Background: an optimization exercise with open tools, aiming at a short achievable clock period and few clock cycles per item. Do not read the settings as production practice. Function was checked by simulation only, so behaviour that the tests miss may differ from the original. In every run shown here, the design's own scripts or RTL, not TritonCTS, make the clock network. The clock input has no modelled driver; a real chip could not lean on it and would need a root buffer or a full tree. No activity file was given, so power comes from the tool's default toggle rates.

==> flow/design.v <==
package rv_core_pkg;
    typedef logic [31:0] xlen_t;      
    typedef logic [31:0] inst_t;      
    typedef logic [4:0]  reg_idx_t;   
    localparam int NUM_REGS = 32;
    localparam reg_idx_t ZERO_REG = 5'd0;
    localparam logic [6:0] OPC_OP     = 7'b0110011;   
    localparam logic [6:0] OPC_OP_IMM = 7'b0010011;   
    localparam logic [6:0] OPC_LUI    = 7'b0110111;
    localparam logic [2:0] F3_ADD_SUB = 3'b000;
    localparam logic [2:0] F3_SLL     = 3'b001;
    localparam logic [2:0] F3_SLT     = 3'b010;
    localparam logic [2:0] F3_SLTU    = 3'b011;
    localparam logic [2:0] F3_XOR     = 3'b100;
    localparam logic [2:0] F3_SRL_SRA = 3'b101;
    localparam logic [2:0] F3_OR      = 3'b110;
    localparam logic [2:0] F3_AND     = 3'b111;
    localparam int SEL_ADD  = 0;    
    localparam int SEL_SUB  = 1;
    localparam int SEL_SLL  = 2;
    localparam int SEL_SR   = 3;    
    localparam int SEL_SLT  = 4;
    localparam int SEL_SLTU = 5;
    localparam int SEL_XOR  = 6;
    localparam int SEL_OR   = 7;
    localparam int SEL_AND  = 8;
    localparam int NUM_SEL  = 9;
endpackage
`timescale 1ns/1ns
module rv_decode (
    input  rv_core_pkg::inst_t    inst,
    output logic                  illegal,
    output logic                  writes_rd,    
    output rv_core_pkg::reg_idx_t rd,
    output rv_core_pkg::reg_idx_t rs1,
    output rv_core_pkg::reg_idx_t rs2,
    output logic                  use_rs1,
    output logic                  use_rs2,      
    output rv_core_pkg::xlen_t    imm,
    output logic                  sra,          
    output logic [rv_core_pkg::NUM_SEL-1:0] sel
);
    logic       is_op, is_imm, is_lui;
    logic [2:0] f3;
    logic       alt;
    assign is_op  = inst[6:0] == rv_core_pkg::OPC_OP;
    assign is_imm = inst[6:0] == rv_core_pkg::OPC_OP_IMM;
    assign is_lui = inst[6:0] == rv_core_pkg::OPC_LUI;
    assign f3     = inst[14:12];
    assign alt    = inst[30];
    assign illegal   = !(is_op || is_imm || is_lui);
    assign rd        = inst[11:7];
    assign writes_rd = !illegal && (rd != rv_core_pkg::ZERO_REG);
    assign rs1       = inst[19:15];
    assign rs2       = inst[24:20];
    assign use_rs1   = is_op || is_imm;
    assign use_rs2   = is_op;
    assign imm       = is_lui ? {inst[31:12], 12'b0} : {{20{inst[31]}}, inst[31:20]};
    assign sra       = alt;
    always_comb begin
        sel = '0;
        if (is_lui) begin
            sel[rv_core_pkg::SEL_ADD] = 1'b1;            
        end else begin
            case (f3)
                rv_core_pkg::F3_ADD_SUB: begin
                    if (alt && is_op) sel[rv_core_pkg::SEL_SUB] = 1'b1;
                    else              sel[rv_core_pkg::SEL_ADD] = 1'b1;
                end
                rv_core_pkg::F3_SLL:     sel[rv_core_pkg::SEL_SLL]  = 1'b1;
                rv_core_pkg::F3_SLT:     sel[rv_core_pkg::SEL_SLT]  = 1'b1;
                rv_core_pkg::F3_SLTU:    sel[rv_core_pkg::SEL_SLTU] = 1'b1;
                rv_core_pkg::F3_XOR:     sel[rv_core_pkg::SEL_XOR]  = 1'b1;
                rv_core_pkg::F3_SRL_SRA: sel[rv_core_pkg::SEL_SR]   = 1'b1;
                rv_core_pkg::F3_OR:      sel[rv_core_pkg::SEL_OR]   = 1'b1;
                default:                 sel[rv_core_pkg::SEL_AND]  = 1'b1;
            endcase
        end
    end
endmodule
`timescale 1ns/1ns
module rv_execute (
    input  rv_core_pkg::xlen_t a,
    input  rv_core_pkg::xlen_t b,
    input  rv_core_pkg::xlen_t la,
    input  rv_core_pkg::xlen_t lb,
    input  logic [4:0]         shl,     
    input  logic [4:0]         shr,
    input  logic               sra,
    output rv_core_pkg::xlen_t r_add,
    output rv_core_pkg::xlen_t r_sub,
    output rv_core_pkg::xlen_t r_sll,
    output rv_core_pkg::xlen_t r_sr,
    output logic               r_slt,
    output logic               r_sltu,
    output rv_core_pkg::xlen_t r_xor,
    output rv_core_pkg::xlen_t r_or,
    output rv_core_pkg::xlen_t r_and
);
    logic [32:0] sr_full;
    assign r_add  = a + b;
    assign r_sub  = a - b;
    assign r_sll  = la << shl;
    assign sr_full = $signed({sra & la[31], la}) >>> shr;
    assign r_sr   = sr_full[31:0];
    assign r_slt  = $signed(a) < $signed(b);
    assign r_sltu = a < b;
    assign r_xor  = la ^ lb;
    assign r_or   = la | lb;
    assign r_and  = la & lb;
endmodule
module rv_alu_mux (
    input  logic [rv_core_pkg::NUM_SEL-1:0] g,
    input  rv_core_pkg::xlen_t r_add,
    input  rv_core_pkg::xlen_t r_sub,
    input  rv_core_pkg::xlen_t r_sll,
    input  rv_core_pkg::xlen_t r_sr,
    input  logic               r_slt,
    input  logic               r_sltu,
    input  rv_core_pkg::xlen_t r_xor,
    input  rv_core_pkg::xlen_t r_or,
    input  rv_core_pkg::xlen_t r_and,
    output rv_core_pkg::xlen_t y
);
    assign y = ({32{g[rv_core_pkg::SEL_ADD]}} & r_add)
             | ({32{g[rv_core_pkg::SEL_SUB]}} & r_sub)
             | ({32{g[rv_core_pkg::SEL_SLL]}} & r_sll)
             | ({32{g[rv_core_pkg::SEL_SR]}}  & r_sr)
             | ({32{g[rv_core_pkg::SEL_XOR]}} & r_xor)
             | ({32{g[rv_core_pkg::SEL_OR]}}  & r_or)
             | ({32{g[rv_core_pkg::SEL_AND]}} & r_and)
             | {31'b0, (g[rv_core_pkg::SEL_SLT] & r_slt) | (g[rv_core_pkg::SEL_SLTU] & r_sltu)};
endmodule
`timescale 1ns/1ns
module rv_result (
    input  logic                  clock,
    input  logic                  arst_n,
    input  logic                  we,
    input  rv_core_pkg::reg_idx_t wr_idx,
    input  rv_core_pkg::xlen_t    wr_data,
    output logic [rv_core_pkg::NUM_REGS-1:0] ok_next,   
    input  logic [rv_core_pkg::NUM_REGS-1:0] sel1,      
    input  logic [rv_core_pkg::NUM_REGS-1:0] sel2,
    output rv_core_pkg::xlen_t    rs1_data,
    output rv_core_pkg::xlen_t    rs2_data
);
    rv_core_pkg::xlen_t                rf [0:rv_core_pkg::NUM_REGS-1];
    logic [rv_core_pkg::NUM_REGS-1:0]  ok;
    logic [rv_core_pkg::NUM_REGS-1:0]  wen;
    assign rf[0]  = '0;
    assign ok[0]  = 1'b0;
    assign wen[0] = 1'b0;
    for (genvar i = 1; i < rv_core_pkg::NUM_REGS; i++) begin : g_reg
        assign wen[i] = we && (wr_idx == i);
        always_ff @(posedge clock or negedge arst_n) begin
            if (!arst_n)
                ok[i] <= 1'b0;
            else if (wen[i])
                ok[i] <= 1'b1;
        end
        always_ff @(posedge clock) begin
            if (wen[i])
                rf[i] <= wr_data;
        end
    end
    assign ok_next = ok | wen;
    always_comb begin
        rs1_data = '0;
        rs2_data = '0;
        for (int i = 1; i < rv_core_pkg::NUM_REGS; i++) begin
            rs1_data = rs1_data | ({32{sel1[i]}} & rf[i]);
            rs2_data = rs2_data | ({32{sel2[i]}} & rf[i]);
        end
    end
endmodule
`timescale 1ns/1ns
module rv_core (
    input  logic                  clock,
    input  logic                  arst_n,
    input  logic                  inst_valid,
    input  rv_core_pkg::inst_t    inst,
    input  rv_core_pkg::xlen_t    pc,
    output logic                  credit_return,
    output logic                  commit_valid,
    output rv_core_pkg::reg_idx_t commit_reg_idx,
    output rv_core_pkg::xlen_t    commit_data,
    output rv_core_pkg::xlen_t    commit_npc,
    output logic                  commit_illegal
);
    localparam int NS = rv_core_pkg::NUM_SEL;
    localparam int NR = rv_core_pkg::NUM_REGS;
    logic                  i_illegal, i_writes, i_use_rs1, i_use_rs2, i_sra;
    rv_core_pkg::reg_idx_t i_rd, i_rs1, i_rs2;
    rv_core_pkg::xlen_t    i_imm;
    logic [NS-1:0]         i_sel;
    rv_decode dec_port (
        .inst      (inst),
        .illegal   (i_illegal),
        .writes_rd (i_writes),
        .rd        (i_rd),
        .rs1       (i_rs1),
        .rs2       (i_rs2),
        .use_rs1   (i_use_rs1),
        .use_rs2   (i_use_rs2),
        .imm       (i_imm),
        .sra       (i_sra),
        .sel       (i_sel)
    );
    logic                  f_valid;
    logic                  f_writes;      
    rv_core_pkg::reg_idx_t f_rd;
    logic                  f_illegal;
    rv_core_pkg::xlen_t    f_pc;
    rv_core_pkg::xlen_t    f_imm;         
    logic                  f_sra;
    logic [NS-1:0]         f_sel;
    logic                  f_sh_l, f_sh_r;
    logic                  f_fwd1, f_fwd2;    
    logic                  f_byp1, f_byp2;
    logic [NR-1:0]         f_rf1, f_rf2;
    logic                  x_writes;
    rv_core_pkg::reg_idx_t x_rd;
    logic                  x_illegal;
    rv_core_pkg::xlen_t    x_npc;
    rv_core_pkg::xlen_t    x_a;           
    rv_core_pkg::xlen_t    x_b;
    rv_core_pkg::xlen_t    x_la;          
    rv_core_pkg::xlen_t    x_lb;
    logic [4:0]            x_shl;         
    logic [4:0]            x_shr;
    logic                  x_sra;
    logic                  x_valid;
    logic                  c_writes;
    logic                  c_valid;
    rv_core_pkg::reg_idx_t c_idx;
    rv_core_pkg::xlen_t    c_data;
    rv_core_pkg::xlen_t    c_npc;
    logic                  c_illegal;
    rv_core_pkg::reg_idx_t w_idx;
    rv_core_pkg::xlen_t    w_data;
    logic [NS-1:0]         x_sel;
    logic [NR-1:0]         ok_next;
    logic                  fwd1_n, fwd2_n, byp1_n, byp2_n;
    logic [NR-1:0]         rs1_oh, rs2_oh;
    assign fwd1_n = f_writes && (f_rd == i_rs1);
    assign fwd2_n = f_writes && (f_rd == i_rs2);
    assign byp1_n = x_writes && (x_rd == i_rs1);
    assign byp2_n = x_writes && (x_rd == i_rs2);
    always_comb begin
        for (int i = 0; i < NR; i++) begin
            rs1_oh[i] = (i_rs1 == i) && ok_next[i];
            rs2_oh[i] = (i_rs2 == i) && ok_next[i];
        end
    end
    logic                  f_use1, f_use2, f_lui;
    logic [19:0]           f_hi;          
    always_ff @(posedge clock or negedge arst_n) begin
        if (!arst_n) begin
            f_valid  <= 1'b0;
            f_writes <= 1'b0;
        end else begin
            f_valid  <= inst_valid;
            f_writes <= inst_valid && i_writes;
        end
    end
    always_ff @(posedge clock) begin
        f_rd      <= i_rd;
        f_illegal <= i_illegal;
        f_pc      <= pc;
        f_hi      <= inst[31:12];
        f_lui     <= inst[6:0] == rv_core_pkg::OPC_LUI;
        f_use1    <= i_use_rs1;
        f_use2    <= i_use_rs2;
        f_sra     <= i_sra;
        f_sel     <= i_sel;
        f_sh_l    <= i_sel[rv_core_pkg::SEL_SLL];
        f_sh_r    <= i_sel[rv_core_pkg::SEL_SR];
        f_fwd1    <= fwd1_n;
        f_fwd2    <= fwd2_n;
        f_byp1    <= byp1_n;
        f_byp2    <= byp2_n;
        f_rf1     <= rs1_oh;
        f_rf2     <= rs2_oh;
    end
    logic                  d_byp1, d_byp2;
    logic                  d_rfen1, d_rfen2;
    assign d_byp1 = f_use1 && !f_fwd1 && f_byp1;
    assign d_byp2 = f_use2 && !f_fwd2 && f_byp2;
    assign d_rfen1 = f_use1 && !f_fwd1 && !f_byp1;
    assign d_rfen2 = f_use2 && !f_fwd2 && !f_byp2;
    assign f_imm  = f_use2 ? '0 : (f_lui ? {f_hi, 12'b0} : {{20{f_hi[19]}}, f_hi[19:8]});
    rv_core_pkg::xlen_t rf_rs1;
    rv_core_pkg::xlen_t rf_rs2;
    rv_result rv_result_i (
        .clock    (clock),
        .arst_n   (arst_n),
        .we       (c_writes),
        .wr_idx   (w_idx),
        .wr_data  (w_data),
        .ok_next  (ok_next),
        .sel1     (f_rf1),
        .sel2     (f_rf2),
        .rs1_data (rf_rs1),
        .rs2_data (rf_rs2)
    );
    rv_core_pkg::xlen_t r_add, r_sub, r_sll, r_sr, r_xor, r_or, r_and;
    logic               r_slt, r_sltu;
    rv_execute rv_execute_i (
        .a      (x_a),
        .b      (x_b),
        .la     (x_la),
        .lb     (x_lb),
        .shl    (x_shl),
        .shr    (x_shr),
        .sra    (x_sra),
        .r_add  (r_add),
        .r_sub  (r_sub),
        .r_sll  (r_sll),
        .r_sr   (r_sr),
        .r_slt  (r_slt),
        .r_sltu (r_sltu),
        .r_xor  (r_xor),
        .r_or   (r_or),
        .r_and  (r_and)
    );
    rv_core_pkg::xlen_t res;
    rv_alu_mux mux_r (
        .g (x_sel),
        .r_add (r_add), .r_sub (r_sub), .r_sll (r_sll), .r_sr (r_sr),
        .r_slt (r_slt), .r_sltu (r_sltu), .r_xor (r_xor), .r_or (r_or), .r_and (r_and),
        .y (res)
    );
    logic               d_fwd1, d_fwd2;
    rv_core_pkg::xlen_t d_b_old;   
    logic               d_ar, d_lg;
    logic               d_fwd1_ar, d_fwd2_ar, d_fwd1_lg, d_fwd2_lg;
    logic               d_byp1_ar, d_byp2_ar, d_byp1_lg, d_byp2_lg;
    logic               d_rfen1_ar, d_rfen2_ar, d_rfen1_lg, d_rfen2_lg;
    rv_core_pkg::xlen_t d_a_ar, d_b_ar, d_a_lg, d_b_lg;
    assign d_ar = f_sel[rv_core_pkg::SEL_ADD] | f_sel[rv_core_pkg::SEL_SUB]
                | f_sel[rv_core_pkg::SEL_SLT] | f_sel[rv_core_pkg::SEL_SLTU];
    assign d_lg = !d_ar;
    assign d_fwd1_ar  = d_fwd1 && d_ar;
    assign d_fwd2_ar  = d_fwd2 && d_ar;
    assign d_fwd1_lg  = d_fwd1 && d_lg;
    assign d_fwd2_lg  = d_fwd2 && d_lg;
    assign d_byp1_ar  = d_byp1 && d_ar;
    assign d_byp2_ar  = d_byp2 && d_ar;
    assign d_byp1_lg  = d_byp1 && d_lg;
    assign d_byp2_lg  = d_byp2 && d_lg;
    assign d_rfen1_ar = d_rfen1 && d_ar;
    assign d_rfen2_ar = d_rfen2 && d_ar;
    assign d_rfen1_lg = d_rfen1 && d_lg;
    assign d_rfen2_lg = d_rfen2 && d_lg;
    assign d_a_ar = ({32{d_fwd1_ar}} & res) | ({32{d_byp1_ar}} & w_data)
                  | ({32{d_rfen1_ar}} & rf_rs1);
    assign d_b_ar = ({32{d_fwd2_ar}} & res) | ({32{d_byp2_ar}} & w_data)
                  | ({32{d_rfen2_ar}} & rf_rs2) | (f_imm & {32{d_ar}});
    assign d_a_lg = ({32{d_fwd1_lg}} & res) | ({32{d_byp1_lg}} & w_data)
                  | ({32{d_rfen1_lg}} & rf_rs1);
    assign d_b_lg = ({32{d_fwd2_lg}} & res) | ({32{d_byp2_lg}} & w_data)
                  | ({32{d_rfen2_lg}} & rf_rs2) | (f_imm & {32{d_lg}});
    assign d_fwd1  = f_use1 && f_fwd1;
    assign d_fwd2  = f_use2 && f_fwd2;
    assign d_b_old = ({32{d_byp2}} & w_data) | ({32{d_rfen2}} & rf_rs2) | f_imm;
    always_ff @(posedge clock or negedge arst_n) begin
        if (!arst_n) begin
            x_valid      <= 1'b0;
            x_writes     <= 1'b0;
            c_valid      <= 1'b0;
            c_writes     <= 1'b0;
            commit_valid <= 1'b0;
            credit_return <= 1'b0;
        end else begin
            x_valid      <= f_valid;
            x_writes     <= f_writes;
            c_valid      <= x_valid;
            c_writes     <= x_writes;
            commit_valid <= c_valid;
            credit_return <= f_valid;
        end
    end
    always_ff @(posedge clock) begin
        x_rd      <= f_rd;
        x_illegal <= f_illegal;
        x_npc     <= f_pc + 32'd4;
        x_a       <= d_a_ar;
        x_b       <= d_b_ar;
        x_la      <= d_a_lg;
        x_lb      <= d_b_lg;
        x_shl     <= ({5{d_fwd2 && f_sh_l}} & res[4:0]) | ({5{f_sh_l}} & d_b_old[4:0]);
        x_shr     <= ({5{d_fwd2 && f_sh_r}} & res[4:0]) | ({5{f_sh_r}} & d_b_old[4:0]);
        x_sra     <= f_sra;
        x_sel     <= f_sel;
        c_idx          <= x_writes ? x_rd : rv_core_pkg::ZERO_REG;
        c_data         <= res & {32{x_writes}};
        w_idx          <= x_rd;
        w_data         <= res;
        c_npc          <= x_npc;
        c_illegal      <= x_illegal;
        commit_reg_idx <= c_idx;
        commit_data    <= c_data;
        commit_npc     <= c_npc;
        commit_illegal <= c_illegal;
    end
endmodule
==> flow/flow/run.sh <==
#!/bin/bash
# Own layout flow: the standard ORFS flow (standard.sh) with these changes
#  - synthesis: the standard flow's synthesis script, but full/half adders are not
#    extracted into adder cells (ADDER_MAP_FILE empty) and ABC maps with a
#    delay-oriented script (flow/abc_delay.script); registers are untouched
#  - clock tree: flow/manual_cts.tcl (the PRE_CTS hook) replaces TritonCTS
#    with a balanced two-level tree: the clock port drives 4 root buffers,
#    each drives a quarter of the leaf buffers, each leaf drives ~18 flops
#    within a span of 130 um
#  - global route: flow/grt_repair.tcl (the PRE_GLOBAL_ROUTE hook) adds one
#    more setup repair pass on global route parasitics
# Every tool's output goes to ORFS's per-step logs under orfs/logs/, and the
# make output to own_flow.log in this folder.
set -uo pipefail
here=$(pwd)
abc_script=$here/flow/abc_delay.script
{
  echo "proc abc {args} {"
  echo "  set i [lsearch \$args -script]"
  echo "  set args [lreplace \$args \$i [expr {\$i + 1}] -script $abc_script]"
  echo "  set j [lsearch \$args -D]"
  echo "  if {\$j >= 0} { set args [lreplace \$args \$j [expr {\$j + 1}]] }"
  echo "  yosys abc -D 1500 {*}\$args"
  echo "}"
  cat "$here/synth_recipe.tcl"
} > "$here/own_synth.tcl"

export PRE_CTS_TCL=$here/flow/manual_cts.tcl
export PRE_GLOBAL_ROUTE_TCL=$here/flow/grt_repair.tcl
export MCTS_GROUP=18
export MCTS_SPAN=130000
export MCTS_ROOT=sky130_fd_sc_hd__buf_16
export MCTS_LEAF=sky130_fd_sc_hd__clkbuf_16

bash "$here/standard.sh" SYNTH_SCRIPT="$here/own_synth.tcl" ADDER_MAP_FILE= \
    SETUP_SLACK_MARGIN=5.5 finish > "$here/own_flow.log" 2>&1
status=$?
exit $status
==> flow/flow/abc_delay.script <==
strash
balance
map {D}
topo
buffer -c
upsize -c {D}
dnsize -c {D}
==> flow/flow/grt_repair.tcl <==
# PRE_GLOBAL_ROUTE hook: the power recovery slot of global_route.tcl (empty
# in this flow) runs one more setup repair on global route parasitics,
# with more passes, between its start/end incremental global routes.
proc recover_power_helper { } {
  log_cmd estimate_parasitics -global_routing
  log_cmd repair_timing -setup -setup_margin 5.6 -repair_tns 100 \
    -max_passes 1000 -verbose
  log_cmd detailed_placement
}
==> flow/flow/manual_cts.tcl <==
# Manual two-level clock tree, used in place of TritonCTS (this file is the
# PRE_CTS hook and replaces the clock_tree_synthesis command).
# The clock port drives 4 root buffers; each root drives a quarter of the
# leaf buffers; each leaf buffer drives a compact group of about MCTS_GROUP
# flip-flop clock pins. Every register sees the same number of buffers, so
# the tree is balanced by construction. CTS's repair and the later steps run
# as usual.
proc mcts_centroid {items} {
  set sx 0
  set sy 0
  foreach s $items {
    set sx [expr {$sx + [lindex $s 0]}]
    set sy [expr {$sy + [lindex $s 1]}]
  }
  set k [llength $items]
  return [list [expr {$sx / $k}] [expr {$sy / $k}]]
}

proc mcts_place {block master name xy} {
  set inst [odb::dbInst_create $block $master $name]
  $inst setLocation [expr {[lindex $xy 0] - [$master getWidth] / 2}] \
    [expr {[lindex $xy 1] - [$master getHeight] / 2}]
  $inst setPlacementStatus PLACED
  return $inst
}

proc clock_tree_synthesis {args} {
  set group_size 28
  if { [info exists ::env(MCTS_GROUP)] } { set group_size $::env(MCTS_GROUP) }
  set db [ord::get_db]
  set block [ord::get_db_block]
  set leaf_master [$db findMaster [expr {[info exists ::env(MCTS_LEAF)] ? $::env(MCTS_LEAF) : "sky130_fd_sc_hd__clkbuf_16"}]]
  set root_master [$db findMaster [expr {[info exists ::env(MCTS_ROOT)] ? $::env(MCTS_ROOT) : "sky130_fd_sc_hd__clkbuf_16"}]]
  set clk_net [[$block findBTerm clock] getNet]
  $clk_net setSigType CLOCK

  # sinks: every instance pin on the clock net, at its cell's center
  set sinks {}
  foreach it [$clk_net getITerms] {
    set inst [$it getInst]
    set loc [$inst getLocation]
    set m [$inst getMaster]
    lappend sinks [list [expr {[lindex $loc 0] + [$m getWidth] / 2}] \
      [expr {[lindex $loc 1] + [$m getHeight] / 2}] $it]
  }
  set n [llength $sinks]
  set ngroups [expr {int(ceil(double($n) / $group_size))}]
  set nstrips [expr {max(1, int(round(sqrt($ngroups))))}]
  puts "manual cts: $n sinks, $ngroups groups in $nstrips strips"

  # vertical strips of equal sink count, then groups by y inside each strip
  set sorted [lsort -integer -index 0 $sinks]
  set per_strip [expr {int(ceil(double($n) / $nstrips))}]
  set groups {}
  for {set s 0} {$s < $nstrips} {incr s} {
    set strip [lrange $sorted [expr {$s * $per_strip}] [expr {($s + 1) * $per_strip - 1}]]
    if { [llength $strip] == 0 } { continue }
    set strip [lsort -integer -index 1 $strip]
    set ng [expr {int(ceil(double([llength $strip]) / $group_size))}]
    set per_group [expr {int(ceil(double([llength $strip]) / $ng))}]
    for {set g 0} {$g < $ng} {incr g} {
      set grp [lrange $strip [expr {$g * $per_group}] [expr {($g + 1) * $per_group - 1}]]
      if { [llength $grp] > 0 } { lappend groups $grp }
    }
  }

  # split any group whose pins spread wider than MCTS_SPAN (half perimeter,
  # in DBU) along its longer side, so no leaf drives a long net
  set span 60000
  if { [info exists ::env(MCTS_SPAN)] } { set span $::env(MCTS_SPAN) }
  set todo $groups
  set groups {}
  while { [llength $todo] > 0 } {
    set grp [lindex $todo 0]
    set todo [lrange $todo 1 end]
    set xs [lsort -integer [lmap s $grp {lindex $s 0}]]
    set ys [lsort -integer [lmap s $grp {lindex $s 1}]]
    set dx [expr {[lindex $xs end] - [lindex $xs 0]}]
    set dy [expr {[lindex $ys end] - [lindex $ys 0]}]
    if { $dx + $dy <= $span || [llength $grp] < 2 } {
      lappend groups $grp
      continue
    }
    set idx [expr {$dx >= $dy ? 0 : 1}]
    set grp [lsort -integer -index $idx $grp]
    set h [expr {[llength $grp] / 2}]
    lappend todo [lrange $grp 0 [expr {$h - 1}]] [lrange $grp $h end]
  }

  # a leaf buffer at the centroid of each group
  set leaves {}
  set i 0
  foreach grp $groups {
    set xy [mcts_centroid $grp]
    set inst [mcts_place $block $leaf_master "mcts_leaf_$i" $xy]
    set net [odb::dbNet_create $block "mcts_leaf_net_$i"]
    $net setSigType CLOCK
    [$inst findITerm X] connect $net
    foreach s $grp {
      set it [lindex $s 2]
      $it disconnect
      $it connect $net
    }
    lappend leaves [list [lindex $xy 0] [lindex $xy 1] $inst]
    incr i
  }

  # four equal sets of leaves by bisection: halves by x, then each by y
  set byx [lsort -integer -index 0 $leaves]
  set h [expr {[llength $byx] / 2}]
  set quads {}
  foreach half [list [lrange $byx 0 [expr {$h - 1}]] [lrange $byx $h end]] {
    set byy [lsort -integer -index 1 $half]
    set hh [expr {[llength $byy] / 2}]
    lappend quads [lrange $byy 0 [expr {$hh - 1}]] [lrange $byy $hh end]
  }

  # a root buffer at the centroid of each set, all four on the clock port
  set q 0
  foreach members $quads {
    if { [llength $members] == 0 } { continue }
    set rinst [mcts_place $block $root_master "mcts_root_$q" [mcts_centroid $members]]
    set rnet [odb::dbNet_create $block "mcts_root_net_$q"]
    $rnet setSigType CLOCK
    [$rinst findITerm X] connect $rnet
    [$rinst findITerm A] connect $clk_net
    foreach l $members {
      [[lindex $l 2] findITerm A] connect $rnet
    }
    puts "manual cts: root $q drives [llength $members] leaves"
    incr q
  }
  puts "manual cts: [llength $leaves] leaf buffers, $q roots"
  set_propagated_clock [all_clocks]
}
==> flow/standard.sh <==
#!/bin/bash
# synth_recipe.tcl (not shown) runs the flow's synth.tcl, then flattens the netlist and writes it again
# the make line also repeats each setting of config.mk as NAME=value (left out here)
make -C /OpenROAD-flow-scripts/flow DESIGN_CONFIG=/design/flow/config.mk WORK_HOME=/design/flow/orfs CLKGATE_MAP_FILE= SYNTH_SCRIPT=/design/flow/synth_recipe.tcl "${@:-finish}"
==> flow/config.mk <==
export PLATFORM = sky130hd
export DESIGN_NAME = rv_core
export DESIGN_NICKNAME = rv_core
export VERILOG_FILES = /design/flow/design.v
export SDC_FILE = /design/flow/constraint.sdc
export NUM_CORES = 4
export LEC_CHECK = 0
export CAP_MARGIN = 20
export CORE_MARGIN = 2
export CORE_UTILIZATION = 35
export PLACE_DENSITY = 0.5
export SETUP_SLACK_MARGIN = 5
export SLEW_MARGIN = 20
export TNS_END_PERCENT = 100
==> flow/constraint.sdc <==
create_clock -name core_clock -period 8.0 [get_ports {clock}]
set_input_delay 1.6000 -clock core_clock [delete_from_list [all_inputs] [get_ports {clock}]]
set_output_delay 1.6000 -clock core_clock [all_outputs]
set_load 0.01 [all_outputs]
==> impl_metrics.toml, run 1 <==
[yosys]
synth_fp_nets = 7144
syn_area_um2 = 68900
yosys_register_bits = 1529
yosysWarnings = 4
yosysUniqueCellTypes = 71
async_flop_share_pct = 2.49
syn_inst = 7077
synth_edf_count = 992
avgSynthCellArea_um2 = 9.74
seq_area_frac_synth_pct = 59.1
synthFlopType = "edfxtp_1"

[detailed_routing]
post_drt_wl_per_cell_um = 29.7
dr_wl_met3_um = 26800
met2_length_um = 133000
routed_via_density = 5.89
drt-initial-drc-count = 7285
final_antenna_net_count = 0
routed-via-count = 59600
dr.pass1.iters = 6
wirelength_um = 300000
drc = 0
top_layer = "met5"
wl_met1_um = 122000

[global_routing]
grt_pass1_wl_um = 407000
antenna_found_initial = 9
grt_pass1_vias = 54100
grt_max_degree = 66
grt_usage_pct = 28.2
gr-total-overflow = 0

[clocking]
cts.clk_slew.worst_paths_ps = 70
clock_latency_ps = 620

[power_and_ir_drop]
cellLeakagePower_nw = 35.4
comb_power_share_pct = 7.4
power.share.clock_pct = 33.1
swShare_pct = 23.4
power_density_nw_per_um2 = 169
vdd_drop_max_mv = 0.265
p_int_mw = 11.1
p_switching_mw = 3.38
p_seq_share_pct = 59.5

[final_layout]
fillers = 18800
multi_input_area_um2 = 27800
layout.nets = 7558
stdcell_count = 10100
top_register = "rv_result_i.rf"
largest_reg_flops = 992
final-seq-area_um2 = 41000
areaGrowthSynthToFinish_pct = 24.2
drive_gt1_share_pct = 24.2

[worst_setup_path]
end_kind = "primary output"
crit_path_max_fanout = 2
cp_top_family = "flip-flops"
crit_buf_inv = 1
max_stage_delay_ps = 380
worstPathRequired_ps = 6400
path_cells = "buf_2"
start_kind = "flop"
crit_slowest_cell = "dfrtp_1"
setup.worst_path.class = "reg -> out"
arrival_ps = 1070

[sta]
maxSlewHeadroom_pct = 40.8
min_period_ps = 2670
finalSetupTns_ps = 0
rsz0062_at_grt = "yes"
tightestPinTransition_ps = 889
report.final.slew_viol_count = 0
period_share_pct = 33.4
clock.fmax_mhz = 375
finClkSkew_ps = 95.1
hold_viol_final = 0
finalSetupViolCount = 0

[floorplan]
io_pins = 139
die_x_um = 448
fp.coreArea_um2 = 195000
die_h_um = 448
start_util_pct = 35.3
die-area_um2 = 201000
rows = 162

[placed_design]
gp_congestion = 1.08
dp.cells = 9696
dp_hpwl_um = 196000
io_buffers = 138

[job]
drv_cap = 0

[run_status]
status = "complete, no violations"

[worst_hold_path]
hold_class = "reg -> reg"
power groups by stage:
| stage | registers (mW) | clock network (mW) | logic [mW] |
|---|---|---|---|
| 3_3_place_gp | 8.78 | 0 | 0.763 |
| 4_1_cts | 8.60 | 4.87 | 0.851 |
| 2_1_floorplan | 8.79 | 0 | 0.369 |
| 5_1_grt | 8.61 | 5.12 | 1.11 |
| 3_5_place_dp | 8.78 | 0 | 0.766 |
| 6_report | 8.60 | 4.78 | 1.06 |
per-layer routing:
| layer | global-route usage [%] | up-vias |
|---|---|---|
| met5 | 0 | - |
| met4 | 13.4 | 6 |
| met3 | 4.65 | 754 |
| met2 | 44.2 | 3161 |
| met1 | 38.0 | 29600 |
| li1 | - | 26100 |
cells in the final DEF, fill, tap and decap left out, drive strengths merged, types with 108 or more instances in the layout:
cell / Yosys / final
o21ai: 337 / 337
nand3: 108 / 108
nand4: 179 / 179
dfxtp: 499 / 499
nand2: 817 / 817
nor2: 370 / 373
o22ai: 1030 / 1030
nor4: 247 / 247
inv: 1293 / 1275
clkbuf: 255 / 117
edfxtp: 992 / 992
buf: 69 / 551
a21oi: 264 / 264
Yosys cell counts, types with 38 or more instances:
library cell     n  area, um2
inv_1         1286       4830
a2111oi_0       69        604
dfxtp_1        499       9990
nor3_1          57        285
dfrtp_1         38        951
nand3_1        101        505
a21oi_1        262       1310
o22ai_1       1030       6440
nor2_1         355       1330
nand2_1        814       3060
nand4_1        153        957
clkbuf_1       254        953
edfxtp_1       992      29800
o21ai_0        301       1510
mux2i_1         64        641
a22oi_1         70        526
nor4_1         243       1520
area by class of cell:
| cell class | instances | area share, % |
|---|---|---|
| repair inverters | 5 | 0.0409 |
| plain buffers | 101 | 2.96 |
| diodes | 3 | 0.00877 |
| inverters | 1299 | 5.82 |
| well taps | 2624 | 3.83 |
| flip-flops and latches | 1529 | 47.9 |
| multi-input cells | 3928 | 32.4 |
| repair buffers | 627 | 7.02 |
stage by stage:
stage / utilization, % / power, mW / area (um2) / hold slack (ps) / setup WS, ps
after floorplan: - / 9.16 / 69000 / 310 / 5400
final: 43.8 / 14.5 / 85600 / 298 / 5330
after global placement: 37.9 / 9.54 / 74000 / 310 / 3900
after global routing: 43.8 / 14.8 / 85600 / 305 / 5280
after CTS: 40.9 / 14.3 / 79900 / 298 / 5290
after detailed placement: 37.9 / 9.55 / 74000 / 312 / 4090
cell families after synthesis:
kind of cell           after synthesis  share of synthesized area, %
buffers and inverters             1623                          8.92
multiplexers                        64                         0.929
flip-flops                        1529                          59.1
AO/OA/AOI/OAI                     1942                          17.4
XOR/XNOR                            60                         0.855
AND/OR/NAND/NOR                   1859                          12.8
final timing paths:
| path | from | end | slack, ps | cells after the start |
|---|---|---|---|---|
| setup / recovery | x_valid | credit_return | 5330 | 1 |
| hold / removal | c_data[29] | commit_data[29] | 300 | 0 |
| setup reg to reg | x_shr[0] | x_b[1] | 5370 | 12 |
| hold reg to reg | c_data[29] | commit_data[29] | 300 | 0 |
| max in group asynchronous | arst_n | c_valid | 6530 | 1 |
| min in group asynchronous | arst_n | rv_result_i.ok[10] | 1020 | 1 |
timing repair:
item                                    4_1_cts  5_1_grt
gates resized for setup                    1017     1050
endpoints found under the setup margin      344      268
pin swaps                                    75      357
gates cloned                                  7       10
setup buffers                               109      190
hold buffers                                  0        0
Testbench counts, summed over its fixed seeds: cycles 8,032, items 8,000.
==> inputs of run 2 (changes only) <==
--- a/flow/flow/run.sh
+++ b/flow/flow/run.sh
@@ -6,5 +6,5 @@
 #  - clock tree: flow/manual_cts.tcl (the PRE_CTS hook) replaces TritonCTS
 #    with a balanced two-level tree: the clock port drives 4 root buffers,
-#    each drives a quarter of the leaf buffers, each leaf drives ~18 flops
+#    each drives a quarter of the leaf buffers, each leaf drives ~24 flops
 #    within a span of 130 um
 #  - global route: flow/grt_repair.tcl (the PRE_GLOBAL_ROUTE hook) adds one
@@ -28,5 +28,5 @@
 export PRE_CTS_TCL=$here/flow/manual_cts.tcl
 export PRE_GLOBAL_ROUTE_TCL=$here/flow/grt_repair.tcl
-export MCTS_GROUP=18
+export MCTS_GROUP=24
 export MCTS_SPAN=130000
 export MCTS_ROOT=sky130_fd_sc_hd__buf_16
==> impl_metrics.toml, run 2 <==
[sta]
clock.fmax_mhz = 379
finalSetupTns_ps = 0
rsz0062_at_grt = "yes"
tightestPinTransition_ps = 876
finClkSkew_ps = 110
hold_viol_final = 0
min_period_ps = 2640
report.final.slew_viol_count = 0
maxSlewHeadroom_pct = 41.6
fin_hold_ws_ps = 294
period_share_pct = 33.0
finalSetupViolCount = 0

[worst_setup_path]
path_cells = "buf_2"
max_stage_delay_ps = 390
end_kind = "primary output"
crit_path_max_fanout = 2
crit_slowest_cell = "dfrtp_1"
crit_buf_inv = 1
worstPathRequired_ps = 6400
setup.worst_path.class = "reg -> out"
arrival_ps = 1040
start_kind = "flop"
cp_top_family = "flip-flops"

[detailed_routing]
drt-initial-drc-count = 7765
drc = 0
final_antenna_net_count = 0
post_drt_wl_per_cell_um = 29.9
routed_via_density = 5.92
routed-via-count = 59700
wirelength_um = 301000
dr.pass1.iters = 6

[yosys]
syn_area_um2 = 68900
synth_common_cells = "1,286 x inv_1, 1,030 x o22ai_1, 992 x edfxtp_1"
avgSynthCellArea_um2 = 9.74
synth_top_area_cell = "edfxtp_1"
synth_fp_nets = 7144
synth_most_common_cell = "inv_1"
synth_top_family_by_area = "compound AO/OA/AOI/OAI gates"
yosysUniqueCellTypes = 71
async_flop_share_pct = 2.49
synth_area_leaders = "edfxtp_1 43%, dfxtp_1 14%, o22ai_1 9.3%"
synthFlopType = "edfxtp_1"
netlist.area_leader.share_pct = 43.2
synth_edf_count = 992
synth_fa_ha_area_share_pct = 0
syn_inst = 7077
synth_compound_area_share_pct = 17.4
yosysWarnings = 4
seq_area_frac_synth_pct = 59.1
muxShareOfSynthArea_pct = 0.929
synth_simple_gate_area_share_pct = 12.8
yosys_register_bits = 1529
synthXorXnorAreaFrac_pct = 0.855

[power_and_ir_drop]
p_switching_mw = 3.28
p_seq_share_pct = 62.1
swShare_pct = 23.7
power.share.clock_pct = 30.3
power_density_nw_per_um2 = 163
cellLeakagePower_nw = 35.3
comb_power_share_pct = 7.6
p_total_mw = 13.9
vdd_drop_max_mv = 0.217
p_int_mw = 10.6

[global_routing]
grt_pass1_wl_um = 407000
grt_pass1_vias = 54200
gr-total-overflow = 0
antenna_found_initial = 8
grt_usage_pct = 28.2
grt_max_degree = 40

[placed_design]
io_buffers = 138
dp_hpwl_um = 196000
place_area_um2 = 74000
gp_congestion = 1.08

[floorplan]
fp.coreArea_um2 = 195000
die_x_um = 448
rows = 162
die-area_um2 = 201000
io_pins = 139
die_h_um = 448
start_util_pct = 35.3

[job]
drv_cap = 0

[clocking]
cts.clk_slew.worst_paths_ps = 100
hold_buffers = 0
clock_latency_ps = 560

[final_layout]
final_cell_mix = "1,220 x inv_1, 1,027 x o22ai_1, 992 x edfxtp_1, 679 x nand2_1, 371 x dfxtp_1"
drive_gt1_share_pct = 23.7
top_register = "rv_result_i.rf"
layout.nets = 7527
areaGrowthSynthToFinish_pct = 23.7
design_area_um2 = 85300
largest_reg_flops = 992
fillers = 18700
layout_commonest_cell = "inv_1"

[worst_hold_path]
hold_class = "reg -> reg"

[run_status]
status = "complete, no violations"
[run 2: metal layers]
layer | wire length, um | part of all wire, % | track usage (%) | up-vias
li1 | - | - | - | 26100
met1 | 121000 | 40 | 38.2 | 29700
met2 | 134000 | 44 | 44.1 | 3257
met3 | 26700 | 8.9 | 4.13 | 732
met4 | 19200 | 6.4 | 13.8 | 6
met5 | 37 | 0.012 | 0 | -
[run 2: layout make-up]
class                   instances  area, um2  area share (%)
flip-flops and latches       1529      41000            48.1
multi-input cells            3927      27800            32.6
repair buffers                618       6150            7.21
inverters                    1299       4990            5.86
well taps                    2624       3280            3.85
plain buffers                  78       1960            2.30
repair inverters                7       47.5          0.0558
diodes                          1       2.50         0.00293
[run 2: cells by family after synthesis]
family,Yosys count
AOI/OAI and AO/OA,1942
buffers and inverters,1623
muxes,64
and+or+nand+nor,1859
xor gates and xnor gates,60
DFF,1529
[run 2: per-stage QoR]
stage	util [%]	setup slack, ps	cells
final	43.6	5360	10100
after global routing	43.6	5320	10100
after CTS	40.7	5330	9895
after detailed placement	37.9	4090	9696
after global placement	37.9	3900	9695
after floorplan	-	5400	7077
[run 2: what timing repair did]
| action | CTS | global route |
|---|---|---|
| gates resized for setup | 1060 | 1042 |
| cloned | 8 | 14 |
| setup buffers | 113 | 173 |
| pin swaps | 90 | 349 |
| endpoints found under the setup margin | 351 | 276 |
[run 2: worst paths after layout]
kind | from | cells past startpoint | slack (ps) | to
hold reg to reg | c_data[19] | 0 | 290 | commit_data[19]
max in group asynchronous | arst_n | 1 | 6500 | rv_result_i.ok[24]
setup / recovery | x_valid | 1 | 5360 | credit_return
hold / removal | c_data[19] | 0 | 290 | commit_data[19]
setup reg to reg | x_b[8] | 13 | 5410 | x_lb[17]
min in group asynchronous | arst_n | 1 | 1050 | rv_result_i.ok[9]
[run 2: power by group through the flow]
| stage | clock, mW | sequential, mW | combinational [mW] |
|---|---|---|---|
| floorplan | 0 | 8.79 | 0.369 |
| global placement | 0 | 8.78 | 0.763 |
| detailed placement | 0 | 8.78 | 0.766 |
| CTS | 4.28 | 8.60 | 0.856 |
| global route | 4.52 | 8.61 | 1.10 |
| finish | 4.20 | 8.60 | 1.05 |
==> inputs of run 3 (changes only) <==
--- a/flow/flow/run.sh
+++ b/flow/flow/run.sh
@@ -6,5 +6,5 @@
 #  - clock tree: flow/manual_cts.tcl (the PRE_CTS hook) replaces TritonCTS
 #    with a balanced two-level tree: the clock port drives 4 root buffers,
-#    each drives a quarter of the leaf buffers, each leaf drives ~24 flops
+#    each drives a quarter of the leaf buffers, each leaf drives ~26 flops
 #    within a span of 130 um
 #  - global route: flow/grt_repair.tcl (the PRE_GLOBAL_ROUTE hook) adds one
@@ -28,5 +28,5 @@
 export PRE_CTS_TCL=$here/flow/manual_cts.tcl
 export PRE_GLOBAL_ROUTE_TCL=$here/flow/grt_repair.tcl
-export MCTS_GROUP=24
+export MCTS_GROUP=26
 export MCTS_SPAN=130000
 export MCTS_ROOT=sky130_fd_sc_hd__buf_16
==> impl_metrics.toml, run 3 <==
[run_status]
status = "complete, no violations"

[sta]
clock.fmax_mhz = 379
period_share_pct = 33.0
report.final.slew_viol_count = 0
tightestPinTransition_ps = 876
rsz0062_at_grt = "yes"
finalSetupViolCount = 0
finalSetupTns_ps = 0
min_period_ps = 2640
finClkSkew_ps = 110
maxSlewHeadroom_pct = 41.6
layout_setup_ws_ps = 5360
hold_viol_final = 0

[yosys]
yosysWarnings = 4
synth_top_area_cell = "edfxtp_1"
seq_area_frac_synth_pct = 59.1
synth_area_leaders = "edfxtp_1 43%, dfxtp_1 14%, o22ai_1 9.3%"
netlist.area_leader.share_pct = 43.2
synth_edf_count = 992
avgSynthCellArea_um2 = 9.74
yosysUniqueCellTypes = 71
yosys_register_bits = 1529
async_flop_share_pct = 2.49
syn_inst = 7077
synthFlopType = "edfxtp_1"
syn_area_um2 = 68900
synth_common_cells = "1,286 x inv_1, 1,030 x o22ai_1, 992 x edfxtp_1"
synth_most_common_cell = "inv_1"
synth_fp_nets = 7144

[global_routing]
grt_max_degree = 40
grt_pass1_wl_um = 407000
grt_usage_pct = 28.2
grt_pass1_vias = 54200
gr-total-overflow = 0
antenna_found_initial = 8

[detailed_routing]
drt-initial-drc-count = 7765
drc = 0
post_drt_wl_per_cell_um = 29.9
routed_via_density = 5.92
routed-via-count = 59700
dr_wl_met3_um = 26700
met2_length_um = 134000
wirelength_um = 301000
dr.pass1.iters = 6
top_layer = "met5"
wl_met1_um = 121000
final_antenna_net_count = 0

[clocking]
cts.clk_slew.worst_paths_ps = 100
hold_buffers = 0
clock_latency_ps = 560

[worst_setup_path]
crit_path_max_fanout = 2
setup.worst_path.class = "reg -> out"
path_cells = "buf_2"
crit_buf_inv = 1
start_kind = "flop"
cp_top_family = "flip-flops"
arrival_ps = 1040
worstPathRequired_ps = 6400
end_kind = "primary output"
max_stage_delay_ps = 390
crit_slowest_cell = "dfrtp_1"

[floorplan]
start_util_pct = 35.3
die_h_um = 448
die-area_um2 = 201000
rows = 162
fp.coreArea_um2 = 195000
die_x_um = 448
io_pins = 139

[final_layout]
largest_reg_flops = 992
top_register = "rv_result_i.rf"
areaGrowthSynthToFinish_pct = 23.7
final_cell_mix = "1,220 x inv_1, 1,027 x o22ai_1, 992 x edfxtp_1, 679 x nand2_1, 371 x dfxtp_1"
layout_commonest_cell = "inv_1"
layout.nets = 7527
stdcell_count = 10100
drive_gt1_share_pct = 23.7

[placed_design]
io_buffers = 138
dp.cells = 9696
post-place-ws_ps = 4090
gp_congestion = 1.08
dp_hpwl_um = 196000

[power_and_ir_drop]
cellLeakagePower_nw = 35.3
p_total_mw = 13.9
power_density_nw_per_um2 = 163
vdd_drop_max_mv = 0.217

[job]
drv_cap = 0

[worst_hold_path]
hold_class = "reg -> reg"
run 3: final timing paths:
path	slack (ps)	to	from	depth (start not counted)
worst max-delay path	5360	credit_return	x_valid	1
worst min-delay path	290	commit_data[19]	c_data[19]	0
worst max register to register	5410	x_lb[17]	x_b[8]	13
worst min register to register	290	commit_data[19]	c_data[19]	0
max in group asynchronous	6500	rv_result_i.ok[24]	arst_n	1
min in group asynchronous	1050	rv_result_i.ok[9]	arst_n	1
run 3: area by class of cell:
type                    count  area (um2)
inverters                1299        4990
plain buffers              78        1960
repair buffers            618        6150
flip-flops and latches   1529       41000
well taps                2624        3280
fillers                 18700      110000
diodes                      1        2.50
multi-input cells        3927       27800
repair inverters            7        47.5
run 3: through the flow:
stage | utilization (%) | cell area [um2] | hold WS (ps)
2_1_floorplan | - | 69000 | 310
3_3_place_gp | 37.9 | 74000 | 310
3_5_place_dp | 37.9 | 74000 | 312
4_1_cts | 40.7 | 79600 | 300
5_1_grt | 43.6 | 85300 | 292
6_report | 43.6 | 85300 | 294
run 3: repair_timing:
action	in CTS	in global routing
gates cloned	8	14
buffers inserted	113	173
pin swaps	90	349
endpoints found under the setup margin	351	276
gates resized for setup	1060	1042
run 3: worst reg2reg max path, delay by kind of cell (launching register included):
family | cells | cell delay, ps
flops | 1 | 460
xor+xnor | 1 | 160
compound gates | 1 | 280
simple gates | 8 | 1080
buf+inv | 3 | 500
run 3: power by group:
group	switching [mW]	total [mW]	internal [mW]
registers	0.105	8.60	8.50
logic	0.706	1.05	0.344
clock network	2.47	4.20	1.74
run 3: kinds of logic after synthesis:
| kind of cell | Yosys count | synth area share [%] |
|---|---|---|
| flops | 1529 | 59.1 |
| compound gates | 1942 | 17.4 |
| mux | 64 | 0.929 |
| simple gates | 1859 | 12.8 |
| xor+xnor | 60 | 0.855 |
| buf+inv | 1623 | 8.92 |
run 3: layer usage:
layer / global-route usage (%) / vias up
met5: 0 / -
li1: - / 26100
met1: 38.2 / 29700
met2: 44.1 / 3257
met4: 13.8 / 6
met3: 4.13 / 732
==> inputs of run 4 (changes only) <==
--- a/flow/flow/run.sh
+++ b/flow/flow/run.sh
@@ -6,5 +6,5 @@
 #  - clock tree: flow/manual_cts.tcl (the PRE_CTS hook) replaces TritonCTS
 #    with a balanced two-level tree: the clock port drives 4 root buffers,
-#    each drives a quarter of the leaf buffers, each leaf drives ~26 flops
+#    each drives a quarter of the leaf buffers, each leaf drives ~24 flops
 #    within a span of 130 um
 #  - global route: flow/grt_repair.tcl (the PRE_GLOBAL_ROUTE hook) adds one
@@ -28,5 +28,5 @@
 export PRE_CTS_TCL=$here/flow/manual_cts.tcl
 export PRE_GLOBAL_ROUTE_TCL=$here/flow/grt_repair.tcl
-export MCTS_GROUP=26
+export MCTS_GROUP=24
 export MCTS_SPAN=130000
 export MCTS_ROOT=sky130_fd_sc_hd__buf_16
@@ -34,5 +34,5 @@
 
 bash "$here/standard.sh" SYNTH_SCRIPT="$here/own_synth.tcl" ADDER_MAP_FILE= \
-    SETUP_SLACK_MARGIN=5.5 finish > "$here/own_flow.log" 2>&1
+    SETUP_SLACK_MARGIN=5.7 finish > "$here/own_flow.log" 2>&1
 status=$?
 exit $status
--- a/flow/flow/grt_repair.tcl
+++ b/flow/flow/grt_repair.tcl
@@ -4,5 +4,5 @@
 proc recover_power_helper { } {
   log_cmd estimate_parasitics -global_routing
-  log_cmd repair_timing -setup -setup_margin 5.6 -repair_tns 100 \
+  log_cmd repair_timing -setup -setup_margin 5.8 -repair_tns 100 \
     -max_passes 1000 -verbose
   log_cmd detailed_placement
==> impl_metrics.toml, run 4 <==
[final_layout]
final_cell_mix = "1,192 x inv_1, 1,020 x o22ai_1, 992 x edfxtp_1, 592 x nand2_1, 432 x buf_4"
largest_reg_flops = 992
drive_gt1_share_pct = 30.0
layout.nets = 7757
areaGrowthSynthToFinish_pct = 30.4
multi_input_area_um2 = 29700
top_register = "rv_result_i.rf"
final-seq-area_um2 = 41100
layout_commonest_cell = "inv_1"
fillers = 18100

[yosys]
synth_fa_ha_area_share_pct = 0
avgSynthCellArea_um2 = 9.74
yosys_register_bits = 1529
synth_simple_gate_area_share_pct = 12.8
synth_top_area_cell = "edfxtp_1"
async_flop_share_pct = 2.49
synth_area_leaders = "edfxtp_1 43%, dfxtp_1 14%, o22ai_1 9.3%"
synthFlopType = "edfxtp_1"
synth_compound_area_share_pct = 17.4
synth_common_cells = "1,286 x inv_1, 1,030 x o22ai_1, 992 x edfxtp_1"
yosysUniqueCellTypes = 71
synth_most_common_cell = "inv_1"
syn_inst = 7077
syn_area_um2 = 68900
synthXorXnorAreaFrac_pct = 0.855
synth_edf_count = 992
synth_fp_nets = 7144
seq_area_frac_synth_pct = 59.1
yosysWarnings = 4
netlist.area_leader.share_pct = 43.2
muxShareOfSynthArea_pct = 0.929
synth_top_family_by_area = "compound AO/OA/AOI/OAI gates"

[floorplan]
fp.coreArea_um2 = 195000
die-area_um2 = 201000
rows = 162
start_util_pct = 35.3
io_pins = 139
die_x_um = 448
die_h_um = 448

[worst_setup_path]
crit_path_max_fanout = 2
timing.rr.start = "x_shr[0]"
crit_buf_inv = 1
setup.worst_path.class = "reg -> out"
start_kind = "flop"
max_stage_delay_ps = 380
reg2reg_depth = 15
end_kind = "primary output"
arrival_ps = 1040
timing.rr.end = "x_a[0]"
path_cells = "buf_2"
worstPathRequired_ps = 6400
cp_top_family = "flip-flops"
rrSetupSlack_ps = 5360
crit_slowest_cell = "dfrtp_1"

[detailed_routing]
dr.pass1.iters = 8
post_drt_wl_per_cell_um = 30.3
routed_via_density = 5.90
drt-initial-drc-count = 7641
drc = 0
final_antenna_net_count = 0
wirelength_um = 313000
routed-via-count = 60900

[placed_design]
dp_hpwl_um = 199000
io_buffers = 138
gp_congestion = 1.02

[sta]
clock.fmax_mhz = 379
maxSlewHeadroom_pct = 42.5
finalSetupViolCount = 0
report.final.slew_viol_count = 0
fin_hold_ws_ps = 302
hold_viol_final = 0
min_period_ps = 2640
finalSetupTns_ps = 0
rsz0062_at_grt = "yes"
finClkSkew_ps = 62.7
tightestPinTransition_ps = 841
period_share_pct = 33.0

[global_routing]
antenna_found_initial = 9
grt_pass1_wl_um = 419000
gr-total-overflow = 0
grt_usage_pct = 29.1
grt_pass1_vias = 56000
grt_max_degree = 41

[run_status]
status = "complete, no violations"

[worst_hold_path]
hold_class = "reg -> reg"
min_from = "x_npc[3]"
worstHoldEndpoint = "c_npc[3]"
hold_depth = 0

[clocking]
cts.clk_slew.worst_paths_ps = 100
clock_latency_ps = 560

[power_and_ir_drop]
p_total_mw = 13.9
cellLeakagePower_nw = 37.4
vdd_drop_max_mv = 0.210
power_density_nw_per_um2 = 155

[job]
drv_cap = 0
## run 4: cell counts after synthesis
Identical to the previous run, type by type.
## run 4: kinds of logic after synthesis
group           count (synthesis)
simple gates                 1859
compound gates               1942
buf+inv                      1623
flops                        1529
xor+xnor                       60
mux                            64
## run 4: cell type report
type,instances,area share [%]
inverter,1299,5.66
sequential,1529,45.7
buffer,73,2.04
tap,2624,3.65
multi-input combinational,3927,33.0
antenna,4,0.0111
timing repair buffer,854,9.88
timing repair inverter,6,0.0501
## run 4: how the worst max path moves through the flow
stage	from	endpoint	slack, ps	cells past startpoint
2_1_floorplan	w_idx[4]	rv_result_i.rf[19][0]	5400	5
3_3_place_gp	x_shr[1]	x_b[0]	4040	9
3_5_place_dp	x_shr[1]	x_b[0]	4030	9
4_1_cts	x_valid	credit_return	5330	1
5_1_grt	x_valid	credit_return	5320	1
6_report	x_valid	credit_return	5360	1
## run 4: report_power, final
part	internal, mW	leakage [nW]	switching (mW)
Combinational	0.451	24.1	0.784
Sequential	8.49	12.4	0.112
Clock	1.63	0.901	2.45
## run 4: what timing repair did
item / CTS / global route
gates resized for setup: 1698 / 1048
setup buffers: 272 / 237
pin swaps: 227 / 438
gates cloned: 16 / 15
endpoints found under the setup margin: 360 / 361
hold buffers: 0 / 0
## run 4: through the flow
stage               instance area, um2  setup WS (ps)  std cells  utilization (%)
CTS                              83500           5330      10100             42.7
detailed placement               74100           4030       9699             37.9
global placement                 74000           4040       9697             37.9
finish                           89900           5360      10300             46.0
global route                     89900           5320      10300             46.0
floorplan                        69000           5400       7077                -
## run 4: routing by layer
metal	track usage, %	routed length [um]	part of all wire, %	up-vias
met2	46.8	141000	45	3430
met5	0	30	0.0096	-
met4	15.4	22900	7.3	6
met3	4.13	27700	8.8	879
li1	-	-	-	26600
met1	38.0	122000	39	30000

[re-timing with driven ports]
In the flow no input, the clock included, has a driving cell. The finished layouts below were timed again as built, in two steps.
Step 1 sets driving cells, clkbuf_16 on the clock port and buf_2 on the other inputs (assumed; they add their load-dependent delay and slew).
Step 2 adds t to the input delays and takes it off the output delays; t is the mean of the earliest and latest rising clock arrival at the registers after step 1. Input paths then give back, and output paths get back, about the clock's delay inside the block.
Three values: ideal ports, drivers, drivers and shift; two values: the first two.
| run | t (ns) | setup slack, ns | worst register clock-pin slew, ns | worst data-port slew with drivers (ns) | cell pins on the clock port's net |
|---|---|---|---|---|---|
| run 1 | 0.767 | 5.331 / 5.132 / 4.999 | 0.09 / 0.09 | 0.12 | 4 |
| run 2 | 0.719 | 5.362 / 5.150 / 5.076 | 0.11 / 0.11 | 0.12 | 4 |
| run 3 | 0.719 | 5.362 / 5.150 / 5.076 | 0.11 / 0.11 | 0.12 | 4 |
| run 4 | 0.730 | 5.364 / 5.160 / 5.266 | 0.11 / 0.11 | 0.14 | 4 |
After both steps setup and hold are still met in every run listed. The setup slack of run 1, which loses most, moves by -0.199 ns with the drivers and by -0.332 ns with both steps.
